This is an optimization exercise on Yosys and OpenROAD, whose aim is small area, not a production implementation.
In this exercise RTL edits were held to simulation tests only and were not proved equivalent to the original.
Power figures rest on the tool's default switching activity, not on a simulated workload.

## flow/design.v (module list and top-level ports; edited modules follow where they fit)
// module dp_bram: 28 lines
// module mac_pe: 649 lines
// module pe_array: 63 lines
// module result_buffer: 76 lines
// module matmul_datapath: 94 lines
module matmul_datapath (
  input  wire logic                                  clk,
  input  wire logic                                  clr_n,
  input  wire logic [2:0]                            a_en,
  input  wire logic [2:0]                            a_we,
  input  wire logic [5:0]                            a_addr,
  input  wire logic [47:0]                           a_din,
  input  wire logic [2:0]                            b_en,
  input  wire logic [2:0]                            b_we,
  input  wire logic [5:0]                            b_addr,
  input  wire logic [47:0]                           b_din,
  input  wire logic                                  pe_start,
  input  wire logic                                  pe_valid,  
  input  wire logic                                  pe_last,
  input  wire logic                                  capture,
  input  wire logic                                  buf_clear,
  input  wire logic                                  c_wr,
  input  wire logic [3:0]                            c_addr,
  input  wire logic [3:0]                            drain_idx,
  input  wire logic                                  rd_en,
  input  wire logic [3:0]                            rd_addr,
  output logic      [33:0]                           dout_c,
  output logic      [8:0]                            pe_done,
  output logic                                       buf_valid
);
  // ...
==> flow/flow/run.sh <==
#!/bin/bash
# Own layout flow:
#  1. the standard synthesis (standard.sh synth);
#  2. a polarity clean-up of its netlist (flow/polarity.py): inverters and
#     buffers between cells are dissolved, three-input ANDs that share an
#     input pair with many others are split so the pair is computed once,
#     4:1 muxes become and-or-invert gates over shared decoded selects,
#     full/half adders and simple gates
#     are re-typed to read/drive complemented values so that few inverters
#     remain; registers are untouched. The result is checked equivalent to the
#     standard netlist (registers cut into ports by name, ABC cec) and used
#     only if that check passes;
#  3. the standard layout (standard.sh finish) from that netlist, with the
#     clock tree built from clusters of up to 16 sinks per clkbuf_8 and no
#     dummy loads,
#     and the port buffers made with the smallest buffer.
set -euo pipefail
Y=$FLOW_HOME/../tools/install/yosys/bin
export PATH=$Y:$PATH
LIB=$FLOW_HOME/platforms/$FLOW_PLATFORM/lib/sky130_fd_sc_hd__tt_025C_1v80.lib
R=orfs/results/$FLOW_PLATFORM/matmul_datapath/base

bash standard.sh synth > synth.log 2>&1

cp $R/1_2_yosys.v std_netlist.v
if python3 flow/polarity.py $LIB std_netlist.v pol_netlist.v --buffers --factor --mux4 > polarity.log 2>&1 \
   && bash flow/toaig.sh $LIB std_netlist.v std.aig > aig_std.log 2>&1 \
   && bash flow/toaig.sh $LIB pol_netlist.v pol.aig > aig_pol.log 2>&1 \
   && yosys-abc -c "cec std.aig pol.aig" > cec.log 2>&1 \
   && grep -q "Networks are equivalent" cec.log; then
  echo "using the polarity-optimised netlist" | tee -a polarity.log
  cp pol_netlist.v $R/1_2_yosys.v
  rm -f $R/1_synth.odb $R/1_synth.sdc
else
  echo "polarity clean-up not used" | tee -a polarity.log
fi

CTS="-sink_clustering_enable -repair_clock_nets -dont_use_dummy_load"
CTS="$CTS -sink_clustering_size 16 -sink_clustering_max_diameter 60"
CTS="$CTS -buf_list sky130_fd_sc_hd__clkbuf_8"
bash standard.sh "CTS_ARGS=$CTS" \
  "BUFFER_PORTS_ARGS=-buffer_cell sky130_fd_sc_hd__buf_1" finish > layout.log 2>&1
==> flow/flow/cutregs.py <==
#!/usr/bin/env python3
"""Cut every register out of a mapped netlist, for a combinational equivalence
check: each register's output becomes an input port and each of its input pins
an output port, named after the register instance and declared in sorted
order, so two netlists with the same registers give the same ports.
usage: cutregs.py IN.v OUT.v"""
import re, sys
src = open(sys.argv[1]).read()
m = re.search(r'^module\s+(\S+)\s*\((.*?)\);', src, re.M | re.S)
body_start = m.end()
end = src.rindex('endmodule')
body = src[body_start:end]
inst_re = re.compile(r'^\s*(sky130_fd_sc_hd__\w+)\s+(\S+)\s*\((.*?)\);\s*$', re.S | re.M)
pin_re = re.compile(r'\.(\w+)\(\s*(.*?)\s*\)(?=\s*,|\s*$)', re.S)
REG = re.compile(r'sky130_fd_sc_hd__(s?e?df|dl)\w*$')
def esc(e):
    return e + ' ' if e.startswith('\\') else e
def clean(n):
    return re.sub(r'[^A-Za-z0-9_]', '_', n)
extra_in, extra_out, assigns = [], [], []
out = []
pos = 0
for mm in inst_re.finditer(body):
    out.append(body[pos:mm.start()])
    pos = mm.end()
    t, n = mm.group(1), mm.group(2)
    if not REG.match(t):
        out.append(mm.group(0))
        continue
    pins = dict((p, e.strip()) for p, e in pin_re.findall(mm.group(3)))
    base = clean(n)
    for p, e in pins.items():
        if p in ('Q', 'Q_N'):
            nm = f"q__{base}__{p}"
            extra_in.append(nm)
            assigns.append(f"  assign {esc(e)} = {nm};\n")
        elif p not in ('CLK', 'CLK_N', 'GATE'):
            nm = f"d__{base}__{p}"
            extra_out.append(nm)
            assigns.append(f"  assign {nm} = {esc(e)};\n")
out.append(body[pos:])
ports = m.group(2).strip()
allp = ports + ''.join(f", {x}" for x in sorted(extra_in) + sorted(extra_out))
decl = ''.join(f"  input {x};\n" for x in sorted(extra_in)) + ''.join(f"  output {x};\n" for x in sorted(extra_out))
res = src[:m.start()] + f"module {m.group(1)} ({allp});\n" + decl + ''.join(out) + ''.join(assigns) + "endmodule\n"
open(sys.argv[2], 'w').write(res)
==> flow/flow/toaig.sh <==
#!/bin/bash
# toaig.sh LIB NETLIST.v OUT.aig : the netlist's logic between registers as a
# combinational AIG (registers cut into ports by name), for ABC's cec
set -euo pipefail
python3 "$(dirname "$0")/cutregs.py" $2 $3.cut.v
yosys -q -p "read_liberty -ignore_miss_func $1; read_verilog $3.cut.v; hierarchy -top $FLOW_TOP; flatten; techmap; setundef -zero; aigmap; write_aiger $3"
==> flow/standard.sh <==
#!/bin/bash
# synth_recipe.tcl (not shown) runs the flow's synth.tcl, then flattens the netlist and writes it again
# the make line also repeats each setting of config.mk as NAME=value (left out here)
make -C /OpenROAD-flow-scripts/flow DESIGN_CONFIG=/design/flow/config.mk WORK_HOME=/design/flow/orfs CLKGATE_MAP_FILE= SYNTH_SCRIPT=/design/flow/synth_recipe.tcl "${@:-finish}"
==> flow/config.mk <==
export PLATFORM = sky130hd
export DESIGN_NAME = matmul_datapath
export DESIGN_NICKNAME = matmul_datapath
export VERILOG_FILES = /design/flow/design.v
export SDC_FILE = /design/flow/constraint.sdc
export NUM_CORES = 4
export LEC_CHECK = 0
export CAP_MARGIN = 20
export CORE_MARGIN = 2
export CORE_UTILIZATION = 65
export SLEW_MARGIN = 20
==> flow/constraint.sdc <==
create_clock -name core_clock -period 10.0 [get_ports {clk}]
set_input_delay 2.0000 -clock core_clock [delete_from_list [all_inputs] [get_ports {clk}]]
set_output_delay 2.0000 -clock core_clock [all_outputs]
set_load 0.01 [all_outputs]
Not shown: flow/flow/polarity.py
==> impl_metrics.env, run 1 <==
export IMPL_status="finished clean"
export IMPL_top_register="c_mem"
export IMPL_cp_start_kind="primary input"
export IMPL_worst_path_largest_cell_delay_ps=580
export IMPL_cts_path_max_buffers=3
export IMPL_syn_to_final_growth_pct=8.205
export IMPL_cp_slowest_cell="and2_1"
export IMPL_die_w_um=428.8
export IMPL_hold_class="flip-flop to flip-flop"
export IMPL_start_util_pct=65.60
export IMPL_wl_met1_mm=137.8
export IMPL_final_common_cell="nand2_1"
export IMPL_clkCellAreaFrac_pct=1.670
export IMPL_min_period_ps=8913
export IMPL_yosys_warnings=7
export IMPL_power_frac_seq_pct=46.3
export IMPL_cts_hold_buffers=0
export IMPL_pg_clk_mw=3.65
export IMPL_multi_input_cells=6847
export IMPL_rsz0062_at_grt="no"
export IMPL_post_dp_cell_area_um2=124700
export IMPL_min_period_over_period_pct=89.13
export IMPL_fmax_mhz=112.2
export IMPL_finalNetCount=11790
export IMPL_p_comb_share_pct=36.2
export IMPL_grt_pass1_wl_mm=581.6
export IMPL_numCtsBuffers=154
export IMPL_dp_hpwl_mm=275.4
export IMPL_use_met1_pct=60.98
export IMPL_r2r_slack_ps=1610
export IMPL_slew_viol_final=0
export IMPL_fill_cells=12300
export IMPL_buffers=618
export IMPL_use_met3_pct=20.14
export IMPL_insertion_delay_ps=980
export IMPL_grt_overflow_total=0
export IMPL_critPathMaxFanout=59
export IMPL_wl_met3_mm=66.77
export IMPL_cts_root_buf="clkbuf_8"
export IMPL_hold_viol=0
export IMPL_num_vias=79090
export IMPL_pre_cts_slack_ps=182.5
==> module result_buffer, before the edit <==
module result_buffer (
  input  wire logic                                 clk,
  input  wire logic                                 clr_n,
  input  wire logic                                 capture,     
  input  wire logic                                 clear,       
  input  wire logic                                 c_wr,        
  input  wire logic [3:0]                           drain_idx,   
  input  wire logic [3*3*(2 * 16 + 2)-1:0] sums_n,    
  input  wire logic [3*3*2-1:0] carries_n,  
  input  wire logic                                 zero,        
  output logic      [(2 * 16 + 2)-1:0]                 drain_data,  
  output logic                                      valid        
);
  localparam int AW   = (2 * 16 + 2);
  localparam int N_PE = 3 * 3;
  localparam int NS   = 2;
  localparam logic [3:0] LAST_IDX = 4'(N_PE - 1);
  logic [AW-1:0]   entry_n [N_PE];  
  logic [N_PE*NS-1:0] ecy_n;        
  logic            ez;            
  always_ff @(posedge clk or negedge clr_n)
  begin
    if (!clr_n)
    begin
      ez    <= 1'b1;
      valid <= 1'b0;
    end
    else if (clear)
    begin
      ez    <= 1'b1;
      valid <= 1'b0;
    end
    else if (capture)
    begin
      ez    <= zero;
      valid <= 1'b1;
    end
    else if (valid & c_wr & (drain_idx == LAST_IDX))
    begin
      valid <= 1'b0;
    end
  end
  always_ff @(posedge clk)
  begin
    if (capture)
    begin
      for (int i = 0; i < N_PE; i++) entry_n[i] <= sums_n[i*AW +: AW];
      ecy_n <= carries_n;
    end
  end
  logic [AW-1:0] sel_s, sel_sn;
  logic [NS-1:0] sel_c, sel_cn;
  always_comb
  begin
    sel_sn = '1;
    sel_cn = '1;
    for (int i = 0; i < N_PE; i++)
    begin
      if (drain_idx == 4'(i))
      begin
        sel_sn = entry_n[i];
        sel_cn = ecy_n[i*NS +: NS];
      end
    end
  end
  assign sel_s = ~sel_sn;
  assign sel_c = ~sel_cn;
  localparam int K0 = 16;
  localparam int K1 = 24;
  logic [K1-K0-1:0] mid;
  logic             mid_cy;
  logic [AW-K1-1:0] hi;
  assign {mid_cy, mid} = {1'b0, sel_s[K1-1:K0]} + (K1-K0+1)'(sel_c[0]);
  assign hi            = sel_s[AW-1:K1] + (AW-K1)'(sel_c[1]) + (AW-K1)'(mid_cy);
  assign drain_data    = ez ? '0 : {hi, mid, sel_s[K0-1:0]};
endmodule
==> run 2: changes to the inputs <==
==> flow/design.v (replaced) <==
`timescale 1ns/1ps
`default_nettype none
module dp_bram #(
  parameter int ADDR_W = 2,   
  parameter int DATA_W = 16   
) (
  input  wire logic              clk,
  input  wire logic              wr_en,     
  input  wire logic              wr_we,     
  input  wire logic [ADDR_W-1:0] wr_addr,
  input  wire logic [DATA_W-1:0] wr_wdata,
  output logic      [DATA_W-1:0] wr_rdata   
);
  localparam int DEPTH = 2 ** ADDR_W;
  logic [DATA_W-1:0] mem [DEPTH];
  always_ff @(posedge clk)
  begin
    if (wr_en)
    begin
      if (wr_we)
      begin
        mem[wr_addr] <= wr_wdata;
      end
      else
      begin
        wr_rdata <= mem[wr_addr];
      end
    end
  end
endmodule
`default_nettype wire
`timescale 1ns/1ps
`default_nettype none
module mac_pe (
  input  wire logic [15:0]   a,
  input  wire logic [15:0]   b,
  input  wire logic [33:0]   s_in,
  input  wire logic [1:0]    c_in,
  output logic      [33:0]   s_out,
  output logic      [1:0]    c_out
);
  logic [255:0] pp;  
  for (genvar i = 0; i < 16; i++) begin : g_pp
    assign pp[i*16 +: 16] = b & {16{a[i]}};
  end
  logic s1, c2, s3, c4, s5, c6, s7, c8, s9, c10, s11, c12, s13, c14, s15, c16;
  logic s17, c18, s19, c20, s21, c22, s23, c24, s25, c26, s27, c28, s29, c30, s31, c32;
  logic s33, c34, s35, c36, s37, c38, s39, c40, s41, c42, s43, c44, s45, c46, s47, c48;
  logic s49, c50, s51, c52, s53, c54, s55, c56, s57, c58, s59, c60, s61, c62, s63, c64;
  logic s65, c66, s67, c68, s69, c70, s71, c72, s73, c74, s75, c76, s77, c78, s79, c80;
  logic s81, c82, s83, c84, s85, c86, s87, c88, s89, c90, s91, c92, s93, c94, s95, c96;
  logic s97, c98, s99, c100, s101, c102, s103, c104, s105, c106, s107, c108, s109, c110, s111, c112;
  logic s113, c114, s115, c116, s117, c118, s119, c120, s121, c122, s123, c124, s125, c126, s127, c128;
  logic s129, c130, s131, c132, s133, c134, s135, c136, s137, c138, s139, c140, s141, c142, s143, c144;
  logic s145, c146, s147, c148, s149, c150, s151, c152, s153, c154, s155, c156, s157, c158, s159, c160;
  logic s161, c162, s163, c164, s165, c166, s167, c168, s169, c170, s171, c172, s173, c174, s175, c176;
  logic s177, c178, s179, c180, s181, c182, s183, c184, s185, c186, s187, c188, s189, c190, s191, c192;
  logic s193, c194, s195, c196, s197, c198, s199, c200, s201, c202, s203, c204, s205, c206, s207, c208;
  logic s209, c210, s211, c212, s213, c214, s215, c216, s217, c218, s219, c220, s221, c222, s223, c224;
  logic s225, c226, s227, c228, s229, c230, s231, c232, s233, c234, s235, c236, s237, c238, s239, c240;
  logic s241, c242, s243, c244, s245, c246, s247, c248, s249, c250, s251, c252, s253, c254, s255, c256;
  logic s257, c258, s259, c260, s261, c262, s263, c264, s265, c266, s267, c268, s269, c270, s271, c272;
  logic s273, c274, s275, c276, s277, c278, s279, c280, s281, c282, s283, c284, s285, c286, s287, c288;
  logic s289, c290, s291, c292, s293, c294, s295, c296, s297, c298, s299, c300, s301, c302, s303, c304;
  logic s305, c306, s307, c308, s309, c310, s311, c312, s313, c314, s315, c316, s317, c318, s319, c320;
  logic s321, c322, s323, c324, s325, c326, s327, c328, s329, c330, s331, c332, s333, c334, s335, c336;
  logic s337, c338, s339, c340, s341, c342, s343, c344, s345, c346, s347, c348, s349, c350, s351, c352;
  logic s353, c354, s355, c356, s357, c358, s359, c360, s361, c362, s363, c364, s365, c366, s367, c368;
  logic s369, c370, s371, c372, s373, c374, s375, c376, s377, c378, s379, c380, s381, c382, s383, c384;
  logic s385, c386, s387, c388, s389, c390, s391, c392, s393, c394, s395, c396, s397, c398, s399, c400;
  logic s401, c402, s403, c404, s405, c406, s407, c408, s409, c410, s411, c412, s413, c414, s415, c416;
  logic s417, c418, s419, c420, s421, c422, s423, c424, s425, c426, s427, c428, s429, c430, s431, c432;
  logic s433, c434, s435, c436, s437, c438, s439, c440, s441, c442, s443, c444, s445, c446, s447, c448;
  logic s449, c450, s451, c452, s453, c454, s455, c456, s457, c458, s459, c460, s461, c462, s463, c464;
  logic s465, c466, s467, c468, s469, c470, s471, c472, s473, c474, s475, c476, s477, c478, s479, c480;
  logic s481, c482, s483, c484, s485, c486, s487, c488, s489, c490, s491, c492, s493, c494, s495, c496;
  logic s497, c498, s499, c500, s501, c502, s503, c504, s505, c506, s507, c508, s509, c510, s511, c512;
  logic s513, c514, s515, c516, s517, c518, s519, c520, s521, c522, s523, c524, s525, c526, s527, c528;
  logic s529, c530, s531, c532, s533, c534, s535, c536, s537, c538, s539, c540, s541, c542, s543, c544;
  logic s545, c546, s547, c548;
  assign s1 = pp[16] ^ pp[1] ^ s_in[1];
  assign c2 = (pp[16] & pp[1]) | (pp[16] & s_in[1]) | (pp[1] & s_in[1]);
  assign s3 = pp[17] ^ pp[2] ^ pp[32];
  assign c4 = (pp[17] & pp[2]) | (pp[17] & pp[32]) | (pp[2] & pp[32]);
  assign s5 = s_in[2] ^ c2 ^ s3;
  assign c6 = (s_in[2] & c2) | (s_in[2] & s3) | (c2 & s3);
  assign s7 = pp[18] ^ pp[33] ^ pp[3];
  assign c8 = (pp[18] & pp[33]) | (pp[18] & pp[3]) | (pp[33] & pp[3]);
  assign s9 = pp[48] ^ s_in[3] ^ c4;
  assign c10 = (pp[48] & s_in[3]) | (pp[48] & c4) | (s_in[3] & c4);
  assign s11 = s7 ^ c6 ^ s9;
  assign c12 = (s7 & c6) | (s7 & s9) | (c6 & s9);
  assign s13 = pp[19] ^ pp[34] ^ pp[49];
  assign c14 = (pp[19] & pp[34]) | (pp[19] & pp[49]) | (pp[34] & pp[49]);
  assign s15 = pp[4] ^ pp[64] ^ s_in[4];
  assign c16 = (pp[4] & pp[64]) | (pp[4] & s_in[4]) | (pp[64] & s_in[4]);
  assign s17 = c8 ^ s13 ^ s15;
  assign c18 = (c8 & s13) | (c8 & s15) | (s13 & s15);
  assign s19 = c10 ^ s17 ^ c12;
  assign c20 = (c10 & s17) | (c10 & c12) | (s17 & c12);
  assign s21 = pp[20] ^ pp[35] ^ pp[50];
  assign c22 = (pp[20] & pp[35]) | (pp[20] & pp[50]) | (pp[35] & pp[50]);
  assign s23 = pp[5] ^ pp[65] ^ pp[80];
  assign c24 = (pp[5] & pp[65]) | (pp[5] & pp[80]) | (pp[65] & pp[80]);
  assign s25 = s_in[5] ^ c14 ^ c16;
  assign c26 = (s_in[5] & c14) | (s_in[5] & c16) | (c14 & c16);
  assign s27 = s21 ^ s23 ^ c18;
  assign c28 = (s21 & s23) | (s21 & c18) | (s23 & c18);
  assign s29 = s25 ^ s27 ^ c20;
  assign c30 = (s25 & s27) | (s25 & c20) | (s27 & c20);
  assign s31 = pp[21] ^ pp[36] ^ pp[51];
  assign c32 = (pp[21] & pp[36]) | (pp[21] & pp[51]) | (pp[36] & pp[51]);
  assign s33 = pp[66] ^ pp[6] ^ pp[81];
  assign c34 = (pp[66] & pp[6]) | (pp[66] & pp[81]) | (pp[6] & pp[81]);
  assign s35 = pp[96] ^ s_in[6] ^ c22;
  assign c36 = (pp[96] & s_in[6]) | (pp[96] & c22) | (s_in[6] & c22);
  assign s37 = c24 ^ s31 ^ s33;
  assign c38 = (c24 & s31) | (c24 & s33) | (s31 & s33);
  assign s39 = c26 ^ s35 ^ s37;
  assign c40 = (c26 & s35) | (c26 & s37) | (s35 & s37);
  assign s41 = c28 ^ s39 ^ c30;
  assign c42 = (c28 & s39) | (c28 & c30) | (s39 & c30);
  assign s43 = pp[112] ^ pp[22] ^ pp[37];
  assign c44 = (pp[112] & pp[22]) | (pp[112] & pp[37]) | (pp[22] & pp[37]);
  assign s45 = pp[52] ^ pp[67] ^ pp[7];
  assign c46 = (pp[52] & pp[67]) | (pp[52] & pp[7]) | (pp[67] & pp[7]);
  assign s47 = pp[82] ^ pp[97] ^ s_in[7];
  assign c48 = (pp[82] & pp[97]) | (pp[82] & s_in[7]) | (pp[97] & s_in[7]);
  assign s49 = c32 ^ c34 ^ s43;
  assign c50 = (c32 & c34) | (c32 & s43) | (c34 & s43);
  assign s51 = s45 ^ s47 ^ c36;
  assign c52 = (s45 & s47) | (s45 & c36) | (s47 & c36);
  assign s53 = c38 ^ s49 ^ s51;
  assign c54 = (c38 & s49) | (c38 & s51) | (s49 & s51);
  assign s55 = c40 ^ s53 ^ c42;
  assign c56 = (c40 & s53) | (c40 & c42) | (s53 & c42);
  assign s57 = pp[113] ^ pp[128] ^ pp[23];
  assign c58 = (pp[113] & pp[128]) | (pp[113] & pp[23]) | (pp[128] & pp[23]);
  assign s59 = pp[38] ^ pp[53] ^ pp[68];
  assign c60 = (pp[38] & pp[53]) | (pp[38] & pp[68]) | (pp[53] & pp[68]);
  assign s61 = pp[83] ^ pp[8] ^ pp[98];
  assign c62 = (pp[83] & pp[8]) | (pp[83] & pp[98]) | (pp[8] & pp[98]);
  assign s63 = s_in[8] ^ c44 ^ c46;
  assign c64 = (s_in[8] & c44) | (s_in[8] & c46) | (c44 & c46);
  assign s65 = c48 ^ s57 ^ s59;
  assign c66 = (c48 & s57) | (c48 & s59) | (s57 & s59);
  assign s67 = s61 ^ c50 ^ s63;
  assign c68 = (s61 & c50) | (s61 & s63) | (c50 & s63);
  assign s69 = c52 ^ s65 ^ s67;
  assign c70 = (c52 & s65) | (c52 & s67) | (s65 & s67);
  assign s71 = c54 ^ s69 ^ c56;
  assign c72 = (c54 & s69) | (c54 & c56) | (s69 & c56);
  assign s73 = pp[114] ^ pp[129] ^ pp[144];
  assign c74 = (pp[114] & pp[129]) | (pp[114] & pp[144]) | (pp[129] & pp[144]);
  assign s75 = pp[24] ^ pp[39] ^ pp[54];
  assign c76 = (pp[24] & pp[39]) | (pp[24] & pp[54]) | (pp[39] & pp[54]);
  assign s77 = pp[69] ^ pp[84] ^ pp[99];
  assign c78 = (pp[69] & pp[84]) | (pp[69] & pp[99]) | (pp[84] & pp[99]);
  assign s79 = pp[9] ^ s_in[9] ^ c58;
  assign c80 = (pp[9] & s_in[9]) | (pp[9] & c58) | (s_in[9] & c58);
  assign s81 = c60 ^ c62 ^ s73;
  assign c82 = (c60 & c62) | (c60 & s73) | (c62 & s73);
  assign s83 = s75 ^ s77 ^ c64;
  assign c84 = (s75 & s77) | (s75 & c64) | (s77 & c64);
  assign s85 = c66 ^ s79 ^ s81;
  assign c86 = (c66 & s79) | (c66 & s81) | (s79 & s81);
  assign s87 = s83 ^ c68 ^ s85;
  assign c88 = (s83 & c68) | (s83 & s85) | (c68 & s85);
  assign s89 = c70 ^ s87 ^ c72;
  assign c90 = (c70 & s87) | (c70 & c72) | (s87 & c72);
  assign s91 = c_in[0] ^ pp[100] ^ pp[10];
  assign c92 = (c_in[0] & pp[100]) | (c_in[0] & pp[10]) | (pp[100] & pp[10]);
  assign s93 = pp[115] ^ pp[130] ^ pp[145];
  assign c94 = (pp[115] & pp[130]) | (pp[115] & pp[145]) | (pp[130] & pp[145]);
  assign s95 = pp[160] ^ pp[25] ^ pp[40];
  assign c96 = (pp[160] & pp[25]) | (pp[160] & pp[40]) | (pp[25] & pp[40]);
  assign s97 = pp[55] ^ pp[70] ^ pp[85];
  assign c98 = (pp[55] & pp[70]) | (pp[55] & pp[85]) | (pp[70] & pp[85]);
  assign s99 = s_in[10] ^ c74 ^ c76;
  assign c100 = (s_in[10] & c74) | (s_in[10] & c76) | (c74 & c76);
  assign s101 = c78 ^ s91 ^ s93;
  assign c102 = (c78 & s91) | (c78 & s93) | (s91 & s93);
  assign s103 = s95 ^ s97 ^ c80;
  assign c104 = (s95 & s97) | (s95 & c80) | (s97 & c80);
  assign s105 = c82 ^ s99 ^ c84;
  assign c106 = (c82 & s99) | (c82 & c84) | (s99 & c84);
  assign s107 = s101 ^ s103 ^ c86;
  assign c108 = (s101 & s103) | (s101 & c86) | (s103 & c86);
  assign s109 = s105 ^ s107 ^ c88;
  assign c110 = (s105 & s107) | (s105 & c88) | (s107 & c88);
  assign s111 = pp[101] ^ pp[116] ^ pp[11];
  assign c112 = (pp[101] & pp[116]) | (pp[101] & pp[11]) | (pp[116] & pp[11]);
  assign s113 = pp[131] ^ pp[146] ^ pp[161];
  assign c114 = (pp[131] & pp[146]) | (pp[131] & pp[161]) | (pp[146] & pp[161]);
  assign s115 = pp[176] ^ pp[26] ^ pp[41];
  assign c116 = (pp[176] & pp[26]) | (pp[176] & pp[41]) | (pp[26] & pp[41]);
  assign s117 = pp[56] ^ pp[71] ^ pp[86];
  assign c118 = (pp[56] & pp[71]) | (pp[56] & pp[86]) | (pp[71] & pp[86]);
  assign s119 = s_in[11] ^ c92 ^ c94;
  assign c120 = (s_in[11] & c92) | (s_in[11] & c94) | (c92 & c94);
  assign s121 = c96 ^ c98 ^ s111;
  assign c122 = (c96 & c98) | (c96 & s111) | (c98 & s111);
  assign s123 = s113 ^ s115 ^ s117;
  assign c124 = (s113 & s115) | (s113 & s117) | (s115 & s117);
  assign s125 = c100 ^ c102 ^ s119;
  assign c126 = (c100 & c102) | (c100 & s119) | (c102 & s119);
  assign s127 = c104 ^ s121 ^ s123;
  assign c128 = (c104 & s121) | (c104 & s123) | (s121 & s123);
  assign s129 = c106 ^ s125 ^ s127;
  assign c130 = (c106 & s125) | (c106 & s127) | (s125 & s127);
  assign s131 = c108 ^ s129 ^ c110;
  assign c132 = (c108 & s129) | (c108 & c110) | (s129 & c110);
  assign s133 = pp[102] ^ pp[117] ^ pp[12];
  assign c134 = (pp[102] & pp[117]) | (pp[102] & pp[12]) | (pp[117] & pp[12]);
  assign s135 = pp[132] ^ pp[147] ^ pp[162];
  assign c136 = (pp[132] & pp[147]) | (pp[132] & pp[162]) | (pp[147] & pp[162]);
  assign s137 = pp[177] ^ pp[192] ^ pp[27];
  assign c138 = (pp[177] & pp[192]) | (pp[177] & pp[27]) | (pp[192] & pp[27]);
  assign s139 = pp[42] ^ pp[57] ^ pp[72];
  assign c140 = (pp[42] & pp[57]) | (pp[42] & pp[72]) | (pp[57] & pp[72]);
  assign s141 = pp[87] ^ s_in[12] ^ c112;
  assign c142 = (pp[87] & s_in[12]) | (pp[87] & c112) | (s_in[12] & c112);
  assign s143 = c114 ^ c116 ^ c118;
  assign c144 = (c114 & c116) | (c114 & c118) | (c116 & c118);
  assign s145 = s133 ^ s135 ^ s137;
  assign c146 = (s133 & s135) | (s133 & s137) | (s135 & s137);
  assign s147 = s139 ^ c120 ^ c122;
  assign c148 = (s139 & c120) | (s139 & c122) | (c120 & c122);
  assign s149 = c124 ^ s141 ^ s143;
  assign c150 = (c124 & s141) | (c124 & s143) | (s141 & s143);
  assign s151 = s145 ^ c126 ^ c128;
  assign c152 = (s145 & c126) | (s145 & c128) | (c126 & c128);
  assign s153 = s147 ^ s149 ^ s151;
  assign c154 = (s147 & s149) | (s147 & s151) | (s149 & s151);
  assign s155 = c130 ^ s153 ^ c132;
  assign c156 = (c130 & s153) | (c130 & c132) | (s153 & c132);
  assign s157 = pp[103] ^ pp[118] ^ pp[133];
  assign c158 = (pp[103] & pp[118]) | (pp[103] & pp[133]) | (pp[118] & pp[133]);
  assign s159 = pp[13] ^ pp[148] ^ pp[163];
  assign c160 = (pp[13] & pp[148]) | (pp[13] & pp[163]) | (pp[148] & pp[163]);
  assign s161 = pp[178] ^ pp[193] ^ pp[208];
  assign c162 = (pp[178] & pp[193]) | (pp[178] & pp[208]) | (pp[193] & pp[208]);
  assign s163 = pp[28] ^ pp[43] ^ pp[58];
  assign c164 = (pp[28] & pp[43]) | (pp[28] & pp[58]) | (pp[43] & pp[58]);
  assign s165 = pp[73] ^ pp[88] ^ s_in[13];
  assign c166 = (pp[73] & pp[88]) | (pp[73] & s_in[13]) | (pp[88] & s_in[13]);
  assign s167 = c134 ^ c136 ^ c138;
  assign c168 = (c134 & c136) | (c134 & c138) | (c136 & c138);
  assign s169 = c140 ^ s157 ^ s159;
  assign c170 = (c140 & s157) | (c140 & s159) | (s157 & s159);
  assign s171 = s161 ^ s163 ^ s165;
  assign c172 = (s161 & s163) | (s161 & s165) | (s163 & s165);
  assign s173 = c142 ^ c144 ^ c146;
  assign c174 = (c142 & c144) | (c142 & c146) | (c144 & c146);
  assign s175 = s167 ^ s169 ^ s171;
  assign c176 = (s167 & s169) | (s167 & s171) | (s169 & s171);
  assign s177 = c148 ^ c150 ^ s173;
  assign c178 = (c148 & c150) | (c148 & s173) | (c150 & s173);
  assign s179 = s175 ^ c152 ^ s177;
  assign c180 = (s175 & c152) | (s175 & s177) | (c152 & s177);
  assign s181 = c154 ^ s179 ^ c156;
  assign c182 = (c154 & s179) | (c154 & c156) | (s179 & c156);
  assign s183 = pp[104] ^ pp[119] ^ pp[134];
  assign c184 = (pp[104] & pp[119]) | (pp[104] & pp[134]) | (pp[119] & pp[134]);
  assign s185 = pp[149] ^ pp[14] ^ pp[164];
  assign c186 = (pp[149] & pp[14]) | (pp[149] & pp[164]) | (pp[14] & pp[164]);
  assign s187 = pp[179] ^ pp[194] ^ pp[209];
  assign c188 = (pp[179] & pp[194]) | (pp[179] & pp[209]) | (pp[194] & pp[209]);
  assign s189 = pp[224] ^ pp[29] ^ pp[44];
  assign c190 = (pp[224] & pp[29]) | (pp[224] & pp[44]) | (pp[29] & pp[44]);
  assign s191 = pp[59] ^ pp[74] ^ pp[89];
  assign c192 = (pp[59] & pp[74]) | (pp[59] & pp[89]) | (pp[74] & pp[89]);
  assign s193 = s_in[14] ^ c158 ^ c160;
  assign c194 = (s_in[14] & c158) | (s_in[14] & c160) | (c158 & c160);
  assign s195 = c162 ^ c164 ^ c166;
  assign c196 = (c162 & c164) | (c162 & c166) | (c164 & c166);
  assign s197 = s183 ^ s185 ^ s187;
  assign c198 = (s183 & s185) | (s183 & s187) | (s185 & s187);
  assign s199 = s189 ^ s191 ^ c168;
  assign c200 = (s189 & s191) | (s189 & c168) | (s191 & c168);
  assign s201 = c170 ^ c172 ^ s193;
  assign c202 = (c170 & c172) | (c170 & s193) | (c172 & s193);
  assign s203 = s195 ^ s197 ^ s199;
  assign c204 = (s195 & s197) | (s195 & s199) | (s197 & s199);
  assign s205 = c174 ^ c176 ^ s201;
  assign c206 = (c174 & c176) | (c174 & s201) | (c176 & s201);
  assign s207 = s203 ^ c178 ^ s205;
  assign c208 = (s203 & c178) | (s203 & s205) | (c178 & s205);
  assign s209 = c180 ^ s207 ^ c182;
  assign c210 = (c180 & s207) | (c180 & c182) | (s207 & c182);
  assign s211 = pp[105] ^ pp[120] ^ pp[135];
  assign c212 = (pp[105] & pp[120]) | (pp[105] & pp[135]) | (pp[120] & pp[135]);
  assign s213 = pp[150] ^ pp[15] ^ pp[165];
  assign c214 = (pp[150] & pp[15]) | (pp[150] & pp[165]) | (pp[15] & pp[165]);
  assign s215 = pp[180] ^ pp[195] ^ pp[210];
  assign c216 = (pp[180] & pp[195]) | (pp[180] & pp[210]) | (pp[195] & pp[210]);
  assign s217 = pp[225] ^ pp[240] ^ pp[30];
  assign c218 = (pp[225] & pp[240]) | (pp[225] & pp[30]) | (pp[240] & pp[30]);
  assign s219 = pp[45] ^ pp[60] ^ pp[75];
  assign c220 = (pp[45] & pp[60]) | (pp[45] & pp[75]) | (pp[60] & pp[75]);
  assign s221 = pp[90] ^ s_in[15] ^ c184;
  assign c222 = (pp[90] & s_in[15]) | (pp[90] & c184) | (s_in[15] & c184);
  assign s223 = c186 ^ c188 ^ c190;
  assign c224 = (c186 & c188) | (c186 & c190) | (c188 & c190);
  assign s225 = c192 ^ s211 ^ s213;
  assign c226 = (c192 & s211) | (c192 & s213) | (s211 & s213);
  assign s227 = s215 ^ s217 ^ s219;
  assign c228 = (s215 & s217) | (s215 & s219) | (s217 & s219);
  assign s229 = c194 ^ c196 ^ c198;
  assign c230 = (c194 & c196) | (c194 & c198) | (c196 & c198);
  assign s231 = s221 ^ s223 ^ c200;
  assign c232 = (s221 & s223) | (s221 & c200) | (s223 & c200);
  assign s233 = s225 ^ s227 ^ c202;
  assign c234 = (s225 & s227) | (s225 & c202) | (s227 & c202);
  assign s235 = s229 ^ c204 ^ s231;
  assign c236 = (s229 & c204) | (s229 & s231) | (c204 & s231);
  assign s237 = c206 ^ s233 ^ s235;
  assign c238 = (c206 & s233) | (c206 & s235) | (s233 & s235);
  assign s239 = c208 ^ s237 ^ c210;
  assign c240 = (c208 & s237) | (c208 & c210) | (s237 & c210);
  assign s241 = pp[106] ^ pp[121] ^ pp[136];
  assign c242 = (pp[106] & pp[121]) | (pp[106] & pp[136]) | (pp[121] & pp[136]);
  assign s243 = pp[151] ^ pp[166] ^ pp[181];
  assign c244 = (pp[151] & pp[166]) | (pp[151] & pp[181]) | (pp[166] & pp[181]);
  assign s245 = pp[196] ^ pp[211] ^ pp[226];
  assign c246 = (pp[196] & pp[211]) | (pp[196] & pp[226]) | (pp[211] & pp[226]);
  assign s247 = pp[241] ^ pp[31] ^ pp[46];
  assign c248 = (pp[241] & pp[31]) | (pp[241] & pp[46]) | (pp[31] & pp[46]);
  assign s249 = pp[61] ^ pp[76] ^ pp[91];
  assign c250 = (pp[61] & pp[76]) | (pp[61] & pp[91]) | (pp[76] & pp[91]);
  assign s251 = s_in[16] ^ c212 ^ c214;
  assign c252 = (s_in[16] & c212) | (s_in[16] & c214) | (c212 & c214);
  assign s253 = c216 ^ c218 ^ c220;
  assign c254 = (c216 & c218) | (c216 & c220) | (c218 & c220);
  assign s255 = s241 ^ s243 ^ s245;
  assign c256 = (s241 & s243) | (s241 & s245) | (s243 & s245);
  assign s257 = s247 ^ s249 ^ c222;
  assign c258 = (s247 & s249) | (s247 & c222) | (s249 & c222);
  assign s259 = c224 ^ c226 ^ c228;
  assign c260 = (c224 & c226) | (c224 & c228) | (c226 & c228);
  assign s261 = s251 ^ s253 ^ s255;
  assign c262 = (s251 & s253) | (s251 & s255) | (s253 & s255);
  assign s263 = s257 ^ c230 ^ c232;
  assign c264 = (s257 & c230) | (s257 & c232) | (c230 & c232);
  assign s265 = s259 ^ c234 ^ s261;
  assign c266 = (s259 & c234) | (s259 & s261) | (c234 & s261);
  assign s267 = c236 ^ s263 ^ s265;
  assign c268 = (c236 & s263) | (c236 & s265) | (s263 & s265);
  assign s269 = c238 ^ s267 ^ c240;
  assign c270 = (c238 & s267) | (c238 & c240) | (s267 & c240);
  assign s271 = pp[107] ^ pp[122] ^ pp[137];
  assign c272 = (pp[107] & pp[122]) | (pp[107] & pp[137]) | (pp[122] & pp[137]);
  assign s273 = pp[152] ^ pp[167] ^ pp[182];
  assign c274 = (pp[152] & pp[167]) | (pp[152] & pp[182]) | (pp[167] & pp[182]);
  assign s275 = pp[197] ^ pp[212] ^ pp[227];
  assign c276 = (pp[197] & pp[212]) | (pp[197] & pp[227]) | (pp[212] & pp[227]);
  assign s277 = pp[242] ^ pp[47] ^ pp[62];
  assign c278 = (pp[242] & pp[47]) | (pp[242] & pp[62]) | (pp[47] & pp[62]);
  assign s279 = pp[77] ^ pp[92] ^ s_in[17];
  assign c280 = (pp[77] & pp[92]) | (pp[77] & s_in[17]) | (pp[92] & s_in[17]);
  assign s281 = c242 ^ c244 ^ c246;
  assign c282 = (c242 & c244) | (c242 & c246) | (c244 & c246);
  assign s283 = c248 ^ c250 ^ s271;
  assign c284 = (c248 & c250) | (c248 & s271) | (c250 & s271);
  assign s285 = s273 ^ s275 ^ s277;
  assign c286 = (s273 & s275) | (s273 & s277) | (s275 & s277);
  assign s287 = s279 ^ c252 ^ c254;
  assign c288 = (s279 & c252) | (s279 & c254) | (c252 & c254);
  assign s289 = c256 ^ s281 ^ c258;
  assign c290 = (c256 & s281) | (c256 & c258) | (s281 & c258);
  assign s291 = s283 ^ s285 ^ s287;
  assign c292 = (s283 & s285) | (s283 & s287) | (s285 & s287);
  assign s293 = c260 ^ c262 ^ s289;
  assign c294 = (c260 & c262) | (c260 & s289) | (c262 & s289);
  assign s295 = c264 ^ s291 ^ c266;
  assign c296 = (c264 & s291) | (c264 & c266) | (s291 & c266);
  assign s297 = s293 ^ c268 ^ s295;
  assign c298 = (s293 & c268) | (s293 & s295) | (c268 & s295);
  assign s299 = pp[108] ^ pp[123] ^ pp[138];
  assign c300 = (pp[108] & pp[123]) | (pp[108] & pp[138]) | (pp[123] & pp[138]);
  assign s301 = pp[153] ^ pp[168] ^ pp[183];
  assign c302 = (pp[153] & pp[168]) | (pp[153] & pp[183]) | (pp[168] & pp[183]);
  assign s303 = pp[198] ^ pp[213] ^ pp[228];
  assign c304 = (pp[198] & pp[213]) | (pp[198] & pp[228]) | (pp[213] & pp[228]);
  assign s305 = pp[243] ^ pp[63] ^ pp[78];
  assign c306 = (pp[243] & pp[63]) | (pp[243] & pp[78]) | (pp[63] & pp[78]);
  assign s307 = pp[93] ^ s_in[18] ^ c272;
  assign c308 = (pp[93] & s_in[18]) | (pp[93] & c272) | (s_in[18] & c272);
  assign s309 = c274 ^ c276 ^ c278;
  assign c310 = (c274 & c276) | (c274 & c278) | (c276 & c278);
  assign s311 = c280 ^ s299 ^ s301;
  assign c312 = (c280 & s299) | (c280 & s301) | (s299 & s301);
  assign s313 = s303 ^ s305 ^ c282;
  assign c314 = (s303 & s305) | (s303 & c282) | (s305 & c282);
  assign s315 = c284 ^ c286 ^ s307;
  assign c316 = (c284 & c286) | (c284 & s307) | (c286 & s307);
  assign s317 = s309 ^ c288 ^ s311;
  assign c318 = (s309 & c288) | (s309 & s311) | (c288 & s311);
  assign s319 = s313 ^ c290 ^ s315;
  assign c320 = (s313 & c290) | (s313 & s315) | (c290 & s315);
  assign s321 = c292 ^ s317 ^ c294;
  assign c322 = (c292 & s317) | (c292 & c294) | (s317 & c294);
  assign s323 = s319 ^ c296 ^ s321;
  assign c324 = (s319 & c296) | (s319 & s321) | (c296 & s321);
  assign s325 = pp[109] ^ pp[124] ^ pp[139];
  assign c326 = (pp[109] & pp[124]) | (pp[109] & pp[139]) | (pp[124] & pp[139]);
  assign s327 = pp[154] ^ pp[169] ^ pp[184];
  assign c328 = (pp[154] & pp[169]) | (pp[154] & pp[184]) | (pp[169] & pp[184]);
  assign s329 = pp[199] ^ pp[214] ^ pp[229];
  assign c330 = (pp[199] & pp[214]) | (pp[199] & pp[229]) | (pp[214] & pp[229]);
  assign s331 = pp[244] ^ pp[79] ^ pp[94];
  assign c332 = (pp[244] & pp[79]) | (pp[244] & pp[94]) | (pp[79] & pp[94]);
  assign s333 = s_in[19] ^ c300 ^ c302;
  assign c334 = (s_in[19] & c300) | (s_in[19] & c302) | (c300 & c302);
  assign s335 = c304 ^ c306 ^ s325;
  assign c336 = (c304 & c306) | (c304 & s325) | (c306 & s325);
  assign s337 = s327 ^ s329 ^ s331;
  assign c338 = (s327 & s329) | (s327 & s331) | (s329 & s331);
  assign s339 = c308 ^ c310 ^ c312;
  assign c340 = (c308 & c310) | (c308 & c312) | (c310 & c312);
  assign s341 = s333 ^ c314 ^ s335;
  assign c342 = (s333 & c314) | (s333 & s335) | (c314 & s335);
  assign s343 = s337 ^ c316 ^ c318;
  assign c344 = (s337 & c316) | (s337 & c318) | (c316 & c318);
  assign s345 = s339 ^ s341 ^ c320;
  assign c346 = (s339 & s341) | (s339 & c320) | (s341 & c320);
  assign s347 = s343 ^ c322 ^ s345;
  assign c348 = (s343 & c322) | (s343 & s345) | (c322 & s345);
  assign s349 = pp[110] ^ pp[125] ^ pp[140];
  assign c350 = (pp[110] & pp[125]) | (pp[110] & pp[140]) | (pp[125] & pp[140]);
  assign s351 = pp[155] ^ pp[170] ^ pp[185];
  assign c352 = (pp[155] & pp[170]) | (pp[155] & pp[185]) | (pp[170] & pp[185]);
  assign s353 = pp[200] ^ pp[215] ^ pp[230];
  assign c354 = (pp[200] & pp[215]) | (pp[200] & pp[230]) | (pp[215] & pp[230]);
  assign s355 = pp[245] ^ pp[95] ^ s_in[20];
  assign c356 = (pp[245] & pp[95]) | (pp[245] & s_in[20]) | (pp[95] & s_in[20]);
  assign s357 = c326 ^ c328 ^ c330;
  assign c358 = (c326 & c328) | (c326 & c330) | (c328 & c330);
  assign s359 = c332 ^ s349 ^ s351;
  assign c360 = (c332 & s349) | (c332 & s351) | (s349 & s351);
  assign s361 = s353 ^ s355 ^ c334;
  assign c362 = (s353 & s355) | (s353 & c334) | (s355 & c334);
  assign s363 = c336 ^ c338 ^ s357;
  assign c364 = (c336 & c338) | (c336 & s357) | (c338 & s357);
  assign s365 = s359 ^ s361 ^ c340;
  assign c366 = (s359 & s361) | (s359 & c340) | (s361 & c340);
  assign s367 = c342 ^ s363 ^ c344;
  assign c368 = (c342 & s363) | (c342 & c344) | (s363 & c344);
  assign s369 = s365 ^ c346 ^ s367;
  assign c370 = (s365 & c346) | (s365 & s367) | (c346 & s367);
  assign s371 = pp[111] ^ pp[126] ^ pp[141];
  assign c372 = (pp[111] & pp[126]) | (pp[111] & pp[141]) | (pp[126] & pp[141]);
  assign s373 = pp[156] ^ pp[171] ^ pp[186];
  assign c374 = (pp[156] & pp[171]) | (pp[156] & pp[186]) | (pp[171] & pp[186]);
  assign s375 = pp[201] ^ pp[216] ^ pp[231];
  assign c376 = (pp[201] & pp[216]) | (pp[201] & pp[231]) | (pp[216] & pp[231]);
  assign s377 = pp[246] ^ s_in[21] ^ c350;
  assign c378 = (pp[246] & s_in[21]) | (pp[246] & c350) | (s_in[21] & c350);
  assign s379 = c352 ^ c354 ^ c356;
  assign c380 = (c352 & c354) | (c352 & c356) | (c354 & c356);
  assign s381 = s371 ^ s373 ^ s375;
  assign c382 = (s371 & s373) | (s371 & s375) | (s373 & s375);
  assign s383 = c358 ^ c360 ^ s377;
  assign c384 = (c358 & c360) | (c358 & s377) | (c360 & s377);
  assign s385 = s379 ^ c362 ^ s381;
  assign c386 = (s379 & c362) | (s379 & s381) | (c362 & s381);
  assign s387 = c364 ^ s383 ^ c366;
  assign c388 = (c364 & s383) | (c364 & c366) | (s383 & c366);
  assign s389 = s385 ^ c368 ^ s387;
  assign c390 = (s385 & c368) | (s385 & s387) | (c368 & s387);
  assign s391 = c_in[1] ^ pp[127] ^ pp[142];
  assign c392 = (c_in[1] & pp[127]) | (c_in[1] & pp[142]) | (pp[127] & pp[142]);
  assign s393 = pp[157] ^ pp[172] ^ pp[187];
  assign c394 = (pp[157] & pp[172]) | (pp[157] & pp[187]) | (pp[172] & pp[187]);
  assign s395 = pp[202] ^ pp[217] ^ pp[232];
  assign c396 = (pp[202] & pp[217]) | (pp[202] & pp[232]) | (pp[217] & pp[232]);
  assign s397 = pp[247] ^ s_in[22] ^ c372;
  assign c398 = (pp[247] & s_in[22]) | (pp[247] & c372) | (s_in[22] & c372);
  assign s399 = c374 ^ c376 ^ s391;
  assign c400 = (c374 & c376) | (c374 & s391) | (c376 & s391);
  assign s401 = s393 ^ s395 ^ c378;
  assign c402 = (s393 & s395) | (s393 & c378) | (s395 & c378);
  assign s403 = c380 ^ c382 ^ s397;
  assign c404 = (c380 & c382) | (c380 & s397) | (c382 & s397);
  assign s405 = s399 ^ s401 ^ c384;
  assign c406 = (s399 & s401) | (s399 & c384) | (s401 & c384);
  assign s407 = c386 ^ s403 ^ s405;
  assign c408 = (c386 & s403) | (c386 & s405) | (s403 & s405);
  assign s409 = c388 ^ s407 ^ c390;
  assign c410 = (c388 & s407) | (c388 & c390) | (s407 & c390);
  assign s411 = pp[143] ^ pp[158] ^ pp[173];
  assign c412 = (pp[143] & pp[158]) | (pp[143] & pp[173]) | (pp[158] & pp[173]);
  assign s413 = pp[188] ^ pp[203] ^ pp[218];
  assign c414 = (pp[188] & pp[203]) | (pp[188] & pp[218]) | (pp[203] & pp[218]);
  assign s415 = pp[233] ^ pp[248] ^ s_in[23];
  assign c416 = (pp[233] & pp[248]) | (pp[233] & s_in[23]) | (pp[248] & s_in[23]);
  assign s417 = c392 ^ c394 ^ c396;
  assign c418 = (c392 & c394) | (c392 & c396) | (c394 & c396);
  assign s419 = s411 ^ s413 ^ s415;
  assign c420 = (s411 & s413) | (s411 & s415) | (s413 & s415);
  assign s421 = c398 ^ c400 ^ s417;
  assign c422 = (c398 & c400) | (c398 & s417) | (c400 & s417);
  assign s423 = c402 ^ s419 ^ c404;
  assign c424 = (c402 & s419) | (c402 & c404) | (s419 & c404);
  assign s425 = s421 ^ c406 ^ s423;
  assign c426 = (s421 & c406) | (s421 & s423) | (c406 & s423);
  assign s427 = c408 ^ s425 ^ c410;
  assign c428 = (c408 & s425) | (c408 & c410) | (s425 & c410);
  assign s429 = pp[159] ^ pp[174] ^ pp[189];
  assign c430 = (pp[159] & pp[174]) | (pp[159] & pp[189]) | (pp[174] & pp[189]);
  assign s431 = pp[204] ^ pp[219] ^ pp[234];
  assign c432 = (pp[204] & pp[219]) | (pp[204] & pp[234]) | (pp[219] & pp[234]);
  assign s433 = pp[249] ^ s_in[24] ^ c412;
  assign c434 = (pp[249] & s_in[24]) | (pp[249] & c412) | (s_in[24] & c412);
  assign s435 = c414 ^ c416 ^ s429;
  assign c436 = (c414 & c416) | (c414 & s429) | (c416 & s429);
  assign s437 = s431 ^ c418 ^ c420;
  assign c438 = (s431 & c418) | (s431 & c420) | (c418 & c420);
  assign s439 = s433 ^ s435 ^ c422;
  assign c440 = (s433 & s435) | (s433 & c422) | (s435 & c422);
  assign s441 = s437 ^ c424 ^ s439;
  assign c442 = (s437 & c424) | (s437 & s439) | (c424 & s439);
  assign s443 = c426 ^ s441 ^ c428;
  assign c444 = (c426 & s441) | (c426 & c428) | (s441 & c428);
  assign s445 = pp[175] ^ pp[190] ^ pp[205];
  assign c446 = (pp[175] & pp[190]) | (pp[175] & pp[205]) | (pp[190] & pp[205]);
  assign s447 = pp[220] ^ pp[235] ^ pp[250];
  assign c448 = (pp[220] & pp[235]) | (pp[220] & pp[250]) | (pp[235] & pp[250]);
  assign s449 = s_in[25] ^ c430 ^ c432;
  assign c450 = (s_in[25] & c430) | (s_in[25] & c432) | (c430 & c432);
  assign s451 = s445 ^ s447 ^ c434;
  assign c452 = (s445 & s447) | (s445 & c434) | (s447 & c434);
  assign s453 = c436 ^ s449 ^ s451;
  assign c454 = (c436 & s449) | (c436 & s451) | (s449 & s451);
  assign s455 = c438 ^ c440 ^ s453;
  assign c456 = (c438 & c440) | (c438 & s453) | (c440 & s453);
  assign s457 = c442 ^ s455 ^ c444;
  assign c458 = (c442 & s455) | (c442 & c444) | (s455 & c444);
  assign s459 = pp[191] ^ pp[206] ^ pp[221];
  assign c460 = (pp[191] & pp[206]) | (pp[191] & pp[221]) | (pp[206] & pp[221]);
  assign s461 = pp[236] ^ pp[251] ^ s_in[26];
  assign c462 = (pp[236] & pp[251]) | (pp[236] & s_in[26]) | (pp[251] & s_in[26]);
  assign s463 = c446 ^ c448 ^ s459;
  assign c464 = (c446 & c448) | (c446 & s459) | (c448 & s459);
  assign s465 = s461 ^ c450 ^ c452;
  assign c466 = (s461 & c450) | (s461 & c452) | (c450 & c452);
  assign s467 = s463 ^ c454 ^ s465;
  assign c468 = (s463 & c454) | (s463 & s465) | (c454 & s465);
  assign s469 = c456 ^ s467 ^ c458;
  assign c470 = (c456 & s467) | (c456 & c458) | (s467 & c458);
  assign s471 = pp[207] ^ pp[222] ^ pp[237];
  assign c472 = (pp[207] & pp[222]) | (pp[207] & pp[237]) | (pp[222] & pp[237]);
  assign s473 = pp[252] ^ s_in[27] ^ c460;
  assign c474 = (pp[252] & s_in[27]) | (pp[252] & c460) | (s_in[27] & c460);
  assign s475 = c462 ^ s471 ^ c464;
  assign c476 = (c462 & s471) | (c462 & c464) | (s471 & c464);
  assign s477 = s473 ^ c466 ^ s475;
  assign c478 = (s473 & c466) | (s473 & s475) | (c466 & s475);
  assign s479 = c468 ^ s477 ^ c470;
  assign c480 = (c468 & s477) | (c468 & c470) | (s477 & c470);
  assign s481 = pp[223] ^ pp[238] ^ pp[253];
  assign c482 = (pp[223] & pp[238]) | (pp[223] & pp[253]) | (pp[238] & pp[253]);
  assign s483 = s_in[28] ^ c472 ^ s481;
  assign c484 = (s_in[28] & c472) | (s_in[28] & s481) | (c472 & s481);
  assign s485 = c474 ^ s483 ^ c476;
  assign c486 = (c474 & s483) | (c474 & c476) | (s483 & c476);
  assign s487 = c478 ^ s485 ^ c480;
  assign c488 = (c478 & s485) | (c478 & c480) | (s485 & c480);
  assign s489 = pp[239] ^ pp[254] ^ s_in[29];
  assign c490 = (pp[239] & pp[254]) | (pp[239] & s_in[29]) | (pp[254] & s_in[29]);
  assign s491 = c482 ^ s489 ^ c484;
  assign c492 = (c482 & s489) | (c482 & c484) | (s489 & c484);
  assign s493 = s491 ^ c486 ^ c488;
  assign c494 = (s491 & c486) | (s491 & c488) | (c486 & c488);
  assign s495 = pp[255] ^ s_in[30] ^ c490;
  assign c496 = (pp[255] & s_in[30]) | (pp[255] & c490) | (s_in[30] & c490);
  assign s497 = s495 ^ c492 ^ c494;
  assign c498 = (s495 & c492) | (s495 & c494) | (c492 & c494);
  assign s499 = s_in[31] ^ c496 ^ c498;
  assign c500 = (s_in[31] & c496) | (s_in[31] & c498) | (c496 & c498);
  assign s501 = pp[0] ^ s_in[0];
  assign c502 = pp[0] & s_in[0];
  assign s503 = s1 ^ c502;
  assign c504 = s1 & c502;
  assign s505 = s5 ^ c504;
  assign c506 = s5 & c504;
  assign s507 = s11 ^ c506;
  assign c508 = s11 & c506;
  assign s509 = s19 ^ c508;
  assign c510 = s19 & c508;
  assign s511 = s29 ^ c510;
  assign c512 = s29 & c510;
  assign s513 = s41 ^ c512;
  assign c514 = s41 & c512;
  assign s515 = s55 ^ c514;
  assign c516 = s55 & c514;
  assign s517 = s71 ^ c516;
  assign c518 = s71 & c516;
  assign s519 = s89 ^ c518;
  assign c520 = s89 & c518;
  assign s521 = c90 ^ s109;
  assign c522 = c90 & s109;
  assign s523 = s131 ^ c522;
  assign c524 = s131 & c522;
  assign s525 = s155 ^ c524;
  assign c526 = s155 & c524;
  assign s527 = s181 ^ c526;
  assign c528 = s181 & c526;
  assign s529 = s209 ^ c528;
  assign c530 = s209 & c528;
  assign s531 = s239 ^ c530;
  assign c532 = s239 & c530;
  assign s533 = s269 ^ c532;
  assign c534 = s269 & c532;
  assign s535 = c270 ^ s297 ^ c534;
  assign c536 = (c270 & s297) | (c270 & c534) | (s297 & c534);
  assign s537 = c298 ^ s323 ^ c536;
  assign c538 = (c298 & s323) | (c298 & c536) | (s323 & c536);
  assign s539 = c324 ^ s347 ^ c538;
  assign c540 = (c324 & s347) | (c324 & c538) | (s347 & c538);
  assign s541 = c348 ^ s369 ^ c540;
  assign c542 = (c348 & s369) | (c348 & c540) | (s369 & c540);
  assign s543 = c370 ^ s389 ^ c542;
  assign c544 = (c370 & s389) | (c370 & c542) | (s389 & c542);
  assign s545 = s_in[32] ^ c500;
  assign c546 = s_in[32] & c500;
  assign s547 = s_in[33] ^ c546;
  assign c548 = s_in[33] & c546;
  assign s_out[0] = s501;
  assign s_out[1] = s503;
  assign s_out[2] = s505;
  assign s_out[3] = s507;
  assign s_out[4] = s509;
  assign s_out[5] = s511;
  assign s_out[6] = s513;
  assign s_out[7] = s515;
  assign s_out[8] = s517;
  assign s_out[9] = s519;
  assign s_out[10] = s521;
  assign s_out[11] = s523;
  assign s_out[12] = s525;
  assign s_out[13] = s527;
  assign s_out[14] = s529;
  assign s_out[15] = s531;
  assign s_out[16] = s533;
  assign s_out[17] = s535;
  assign s_out[18] = s537;
  assign s_out[19] = s539;
  assign s_out[20] = s541;
  assign s_out[21] = s543;
  assign s_out[22] = s409;
  assign s_out[23] = s427;
  assign s_out[24] = s443;
  assign s_out[25] = s457;
  assign s_out[26] = s469;
  assign s_out[27] = s479;
  assign s_out[28] = s487;
  assign s_out[29] = s493;
  assign s_out[30] = s497;
  assign s_out[31] = s499;
  assign s_out[32] = s545;
  assign s_out[33] = s547;
  assign c_out[0] = c520;
  assign c_out[1] = c544;
endmodule
`default_nettype wire
`timescale 1ns/1ps
`default_nettype none
module pe_array (
  input  wire logic                                   clk,
  input  wire logic                                   clr_n,
  input  wire logic                                   start,    
  input  wire logic                                   valid,
  input  wire logic                                   last,
  input  wire logic [3*16-1:0]        a_rd,     
  input  wire logic [3*16-1:0]        b_rd,     
  output logic [3*3*(2 * 16 + 2)-1:0]      sums_n,     
  output logic [3*3*2-1:0]     carries_n,  
  output logic                                        zero,     
  output logic                                        done
);
  localparam int DW = 16;
  localparam int AW = (2 * 16 + 2);
  localparam int NS = 2;
  logic rz;     
  logic clr_s;  
  always_ff @(posedge clk or negedge clr_n)
  begin
    if (!clr_n)
    begin
      rz   <= 1'b1;
      done <= 1'b0;
    end
    else
    begin
      rz   <= 1'b0;
      done <= valid & last;
    end
  end
  assign zero  = rz;
  assign clr_s = rz | (valid & start);
  logic [DW-1:0] a_g [3];
  for (genvar r = 0; r < 3; r++)
  begin : g_gate
    assign a_g[r] = a_rd[(r % 3)*DW +: DW] & {DW{valid}};
  end
  for (genvar r = 0; r < 3; r++)
  begin : g_row
    for (genvar c = 0; c < 3; c++)
    begin : g_col
      localparam int I = r * 3 + c;
      logic [AW-1:0] sum_nq, sum_d;  
      logic [NS-1:0] cy_nq, cy_d;
      mac_pe u_pe (
        .a     (a_g[r]),
        .b     (b_rd[(c % 3)*DW +: DW]),
        .s_in  (~sum_nq & {AW{~clr_s}}),
        .c_in  (~cy_nq & {NS{~clr_s}}),
        .s_out (sum_d),
        .c_out (cy_d)
      );
      always_ff @(posedge clk)
      begin
        sum_nq <= ~sum_d;
        cy_nq  <= ~cy_d;
      end
      assign sums_n[I*AW +: AW]    = sum_nq;
      assign carries_n[I*NS +: NS] = cy_nq;
    end
  end
endmodule
`default_nettype wire
`timescale 1ns/1ps
`default_nettype none
module result_buffer (
  input  wire logic                                 clk,
  input  wire logic                                 clr_n,
  input  wire logic                                 capture,     
  input  wire logic                                 clear,       
  input  wire logic                                 c_wr,        
  input  wire logic [3:0]                           drain_idx,   
  input  wire logic [3*3*(2 * 16 + 2)-1:0] sums_n,    
  input  wire logic [3*3*2-1:0] carries_n,  
  input  wire logic                                 zero,        
  output logic      [(2 * 16 + 2)-1:0]                 drain_data,  
  output logic                                      valid        
);
  localparam int AW   = (2 * 16 + 2);
  localparam int N_PE = 3 * 3;
  localparam int NS   = 2;
  localparam logic [3:0] LAST_IDX = 4'(N_PE - 1);
  logic [AW-1:0]   entry_n [N_PE];  
  logic [N_PE*NS-1:0] ecy_n;        
  logic            ez;            
  always_ff @(posedge clk or negedge clr_n)
  begin
    if (!clr_n)
    begin
      ez    <= 1'b1;
      valid <= 1'b0;
    end
    else if (clear)
    begin
      ez    <= 1'b1;
      valid <= 1'b0;
    end
    else if (capture)
    begin
      ez    <= zero;
      valid <= 1'b1;
    end
    else if (valid & c_wr & (drain_idx == LAST_IDX))
    begin
      valid <= 1'b0;
    end
  end
  always_ff @(posedge clk)
  begin
    if (capture)
    begin
      for (int i = 0; i < N_PE; i++) entry_n[i] <= sums_n[i*AW +: AW];
      ecy_n <= carries_n;
    end
  end
  logic [AW-1:0] sel_s, sel_sn;
  logic [NS-1:0] sel_c, sel_cn;
  always_comb
  begin
    sel_sn = '1;
    sel_cn = '1;
    for (int i = 0; i < N_PE; i++)
    begin
      if (drain_idx == 4'(i))
      begin
        sel_sn = entry_n[i];
        sel_cn = ecy_n[i*NS +: NS];
      end
    end
  end
  assign sel_s = ~sel_sn;
  assign sel_c = ~sel_cn;
  localparam int K0 = 10;
  localparam int K1 = 22;
  logic [K1-K0-1:0] mid;
  logic             mid_cy;
  logic [AW-K1-1:0] hi;
  assign {mid_cy, mid} = {1'b0, sel_s[K1-1:K0]} + (K1-K0+1)'(sel_c[0]);
  assign hi            = sel_s[AW-1:K1] + (AW-K1)'(sel_c[1]) + (AW-K1)'(mid_cy);
  assign drain_data    = ez ? '0 : {hi, mid, sel_s[K0-1:0]};
endmodule
`default_nettype wire
`timescale 1ns/1ps
`default_nettype none
module matmul_datapath (
  input  wire logic                                  clk,
  input  wire logic                                  clr_n,
  input  wire logic [2:0]                            a_en,
  input  wire logic [2:0]                            a_we,
  input  wire logic [5:0]                            a_addr,
  input  wire logic [47:0]                           a_din,
  input  wire logic [2:0]                            b_en,
  input  wire logic [2:0]                            b_we,
  input  wire logic [5:0]                            b_addr,
  input  wire logic [47:0]                           b_din,
  input  wire logic                                  pe_start,
  input  wire logic                                  pe_valid,  
  input  wire logic                                  pe_last,
  input  wire logic                                  capture,
  input  wire logic                                  buf_clear,
  input  wire logic                                  c_wr,
  input  wire logic [3:0]                            c_addr,
  input  wire logic [3:0]                            drain_idx,
  input  wire logic                                  rd_en,
  input  wire logic [3:0]                            rd_addr,
  output logic      [33:0]                           dout_c,
  output logic      [8:0]                            pe_done,
  output logic                                       buf_valid
);
  localparam int DW  = 16;
  localparam int AW  = (2 * 16 + 2);
  localparam int NPE = 3 * 3;
  logic [3*DW-1:0] a_rd;        
  logic [3*DW-1:0] b_rd;        
  logic [NPE*AW-1:0]       pe_sums_n;   
  logic [NPE*2-1:0] pe_cys_n;   
  logic                    pe_zero;     
  logic                    done;        
  logic [AW-1:0]           drain_data;  
  for (genvar g = 0; g < 3; g++)
  begin : g_bank
    dp_bram #(.ADDR_W(2), .DATA_W(DW)) u_a_bank (
      .clk      (clk),
      .wr_en    (a_en[g]),
      .wr_we    (a_we[g]),
      .wr_addr  (a_addr[g*2 +: 2]),
      .wr_wdata (a_din[g*DW +: DW]),
      .wr_rdata (a_rd[g*DW +: DW])
    );
    dp_bram #(.ADDR_W(2), .DATA_W(DW)) u_b_bank (
      .clk      (clk),
      .wr_en    (b_en[g]),
      .wr_we    (b_we[g]),
      .wr_addr  (b_addr[g*2 +: 2]),
      .wr_wdata (b_din[g*DW +: DW]),
      .wr_rdata (b_rd[g*DW +: DW])
    );
  end
  pe_array u_pe_array (
    .clk     (clk),
    .clr_n   (clr_n),
    .start   (pe_start),
    .valid   (pe_valid),
    .last    (pe_last),
    .a_rd    (a_rd),
    .b_rd    (b_rd),
    .sums_n    (pe_sums_n),
    .carries_n (pe_cys_n),
    .zero    (pe_zero),
    .done    (done)
  );
  assign pe_done = {NPE{done}};
  result_buffer u_result_buffer (
    .clk        (clk),
    .clr_n      (clr_n),
    .capture    (capture),
    .clear      (buf_clear),
    .c_wr       (c_wr),
    .drain_idx  (drain_idx),
    .sums_n     (pe_sums_n),
    .carries_n  (pe_cys_n),
    .zero       (pe_zero),
    .drain_data (drain_data),
    .valid      (buf_valid)
  );
  logic [AW-1:0] c_mem [16];
  always_ff @(posedge clk)
  begin
    if (c_wr)
    begin
      c_mem[c_addr] <= drain_data;
    end
    if (rd_en)
    begin
      dout_c <= c_mem[rd_addr];  
    end
  end
endmodule
`default_nettype wire
--- a/flow/flow/run.sh
+++ b/flow/flow/run.sh
@@ -12,5 +12,5 @@
 #     only if that check passes;
 #  3. the standard layout (standard.sh finish) from that netlist, with the
-#     clock tree built from clusters of up to 16 sinks per clkbuf_8 and no
+#     clock tree built from clusters of up to 14 sinks per clkbuf_8 and no
 #     dummy loads,
 #     and the port buffers made with the smallest buffer.
@@ -37,5 +37,5 @@
 
 CTS="-sink_clustering_enable -repair_clock_nets -dont_use_dummy_load"
-CTS="$CTS -sink_clustering_size 16 -sink_clustering_max_diameter 60"
+CTS="$CTS -sink_clustering_size 14 -sink_clustering_max_diameter 60"
 CTS="$CTS -buf_list sky130_fd_sc_hd__clkbuf_8"
 bash standard.sh "CTS_ARGS=$CTS" \
--- a/flow/config.mk
+++ b/flow/config.mk
@@ -6,6 +6,6 @@
 export NUM_CORES = 4
 export LEC_CHECK = 0
-export CAP_MARGIN = 20
+export CAP_MARGIN = 10
 export CORE_MARGIN = 2
 export CORE_UTILIZATION = 65
-export SLEW_MARGIN = 20
+export SLEW_MARGIN = 10
==> run 2 against run 1 <==
Non-clock buffer count rose by 423. Clock skew is 19 ps higher. Via count up 1.7%. Critical path depth up 5. Clock power is 4% higher. Routed wire length increased by 0.52%. Fmax is 8.2% lower. Sequential power shrank 0.9%. First-iteration DRC count is 4.4% higher. Critical path type unchanged.
==> impl_metrics.env, run 2 <==
export IMPL_status="finished clean"
export IMPL_yosys_warnings=7
export IMPL_drc=0
export IMPL_slew_viol_final=0
export IMPL_timing_hold_ws_ps=373.9
export IMPL_final_common_cell="nand2_1"
export IMPL_clockPowerShare_pct=17.1
export IMPL_fill_cells=11690
export IMPL_met2_usage_pct=58.83
export IMPL_final_area_um2=130800
export IMPL_grt_max_degree=98
export IMPL_cts_hold_buffers=0
export IMPL_post_place_cells=11910
export IMPL_power_frac_seq_pct=43.1
export IMPL_min_period_over_period_pct=97.09
export IMPL_min_period_ps=9709
export IMPL_drt_pass1_iter_count=9
export IMPL_post_cts_resized=0
export IMPL_top_usage_layer="met1"
export IMPL_grt_antenna_before_repair=18
export IMPL_cts_path_max_buffers=3
export IMPL_use_met1_pct=62.84
export IMPL_pre_cts_slack_ps=-690.6
export IMPL_cp_start_kind="primary input"
export IMPL_start_util_pct=65.41
export IMPL_cts_root_buf="clkbuf_8"
export IMPL_fin_skew_ps=120.6
export IMPL_insertion_delay_ps=1030
export IMPL_hold_class="flip-flop to flip-flop"
export IMPL_num_vias=80410
export IMPL_grt_overflow_total=0
export IMPL_die_w_um=428.0
export IMPL_hold_viol=0
export IMPL_r2r_slack_ps=900
export IMPL_gp_congestion=1.060
export IMPL_use_met3_pct=24.14
export IMPL_grt_pass1_wl_mm=582.5
export IMPL_dp_hpwl_mm=298.6
export IMPL_rsz0062_at_grt="no"
export IMPL_critPathMaxFanout=32
export IMPL_setup_ws_ps=290.5
export IMPL_top_register="c_mem"
export IMPL_p_comb_share_pct=39.9
export IMPL_fmax_mhz=103.0
export IMPL_post_dp_cell_area_um2=128400
export IMPL_syn_to_final_growth_pct=11.94
export IMPL_finalNetCount=12170
export IMPL_numCtsBuffers=172
export IMPL_syn_inst=8519
run 2: cell count changes in the layout (fill, tap and decap cells not counted), sizes merged, moves of 13 or more:
cell    before   now
or2        549   479
o22ai       82    37
o21ai       24    44
xnor2      234   175
mux2i       13    36
a21oi       39    52
a22oi      550   574
clkbuf     160   178
buf        612  1035
nor3        38    23
run 2: how the worst max path moves through the flow:
stage	endpoint	slack (ps)
2_1_floorplan	u_pe_array.g_row[0].g_col[0].sum_nq[21]	-40
3_3_place_gp	u_pe_array.g_row[1].g_col[2].sum_nq[21]	-580
3_5_place_dp	u_pe_array.g_row[0].g_col[2].sum_nq[33]	-690
4_1_cts	u_pe_array.g_row[1].g_col[2].sum_nq[21]	440
5_1_grt	u_pe_array.g_row[1].g_col[2].sum_nq[21]	140
6_report	u_pe_array.g_row[1].g_col[2].sum_nq[21]	290
run 2: layer usage:
metal / share of wire (%) / vias to the layer above
li1: - / 31160
met1: 36 / 41200
met2: 40 / 6901
met3: 18 / 1125
met4: 5.9 / 20
met5: 0.083 / -
run 2: worst max-delay path, stage by stage:
cell      delay, ps
clkbuf_4        170
buf_12          180
a21o_4          330
buf_4           260
or2_1           270
fa_2            350
fa_2            370
fa_1            420
fa_1            390
fa_1            400
fa_1            400
fa_2            350
fa_2            340
fa_2            340
or2_1           250
or2_1           270
or2_1           270
or2_1           250
or2_1           260
or2_1           250
or2_1           300
fa_1            430
fa_1            410
fa_1            390
fa_1            390
fa_1            440
run 2: final cells by class:
type / count / share of cell area [%]
repair buffers: 1041 / 6.313
multi-input cells: 6770 / 52.73
inverters: 30 / 0.08610
well taps: 2355 / 2.253
clock buffers: 172 / 1.810
diodes: 19 / 0.03635
flip-flops and latches: 1710 / 36.77
run 2: power by group through the flow:
stage          clock (mW)  sequential, mW  combinational (mW)
3_3_place_gp            0            9.68                8.46
3_5_place_dp            0            9.70                8.73
5_1_grt              4.07            9.65                9.95
2_1_floorplan           0            9.43                5.69
4_1_cts              3.83            9.56                8.87
6_report             3.80            9.60                8.90
run 2: stage by stage:
stage | TNS [ps] | power [mW] | util (%)
global route | 0 | 23.67 | 73.20
floorplan | -38.46 | 15.12 | -
global placement | -15760 | 18.15 | 71.86
CTS | 0 | 22.25 | 73.19
detailed placement | -22060 | 18.43 | 71.86
finish | 0 | 22.30 | 73.22

-- static timing again, ports no longer ideal --
Ports are ideal in the flow. The routed layouts listed here were re-timed in OpenROAD. Step 1, drivers: a clkbuf_16 drives clk and a buf_2 each remaining input, both assumed. Step 2 also shifts input and output timing later by t, the mid clock arrival at the registers, as if the neighbouring blocks saw the same clock. Slacks: ideal / step 1 / step 2; pairs: ideal / step 1.
| run | t, ns | slack for setup (ns) |
|---|---|---|
| run 1 | 1.026 | 1.087 / 1.122 / 0.096 |
| run 2 | 1.069 | 0.291 / 0.367 / -0.703 |
Met with ideal ports but missed after step 2: setup timing in run 2.
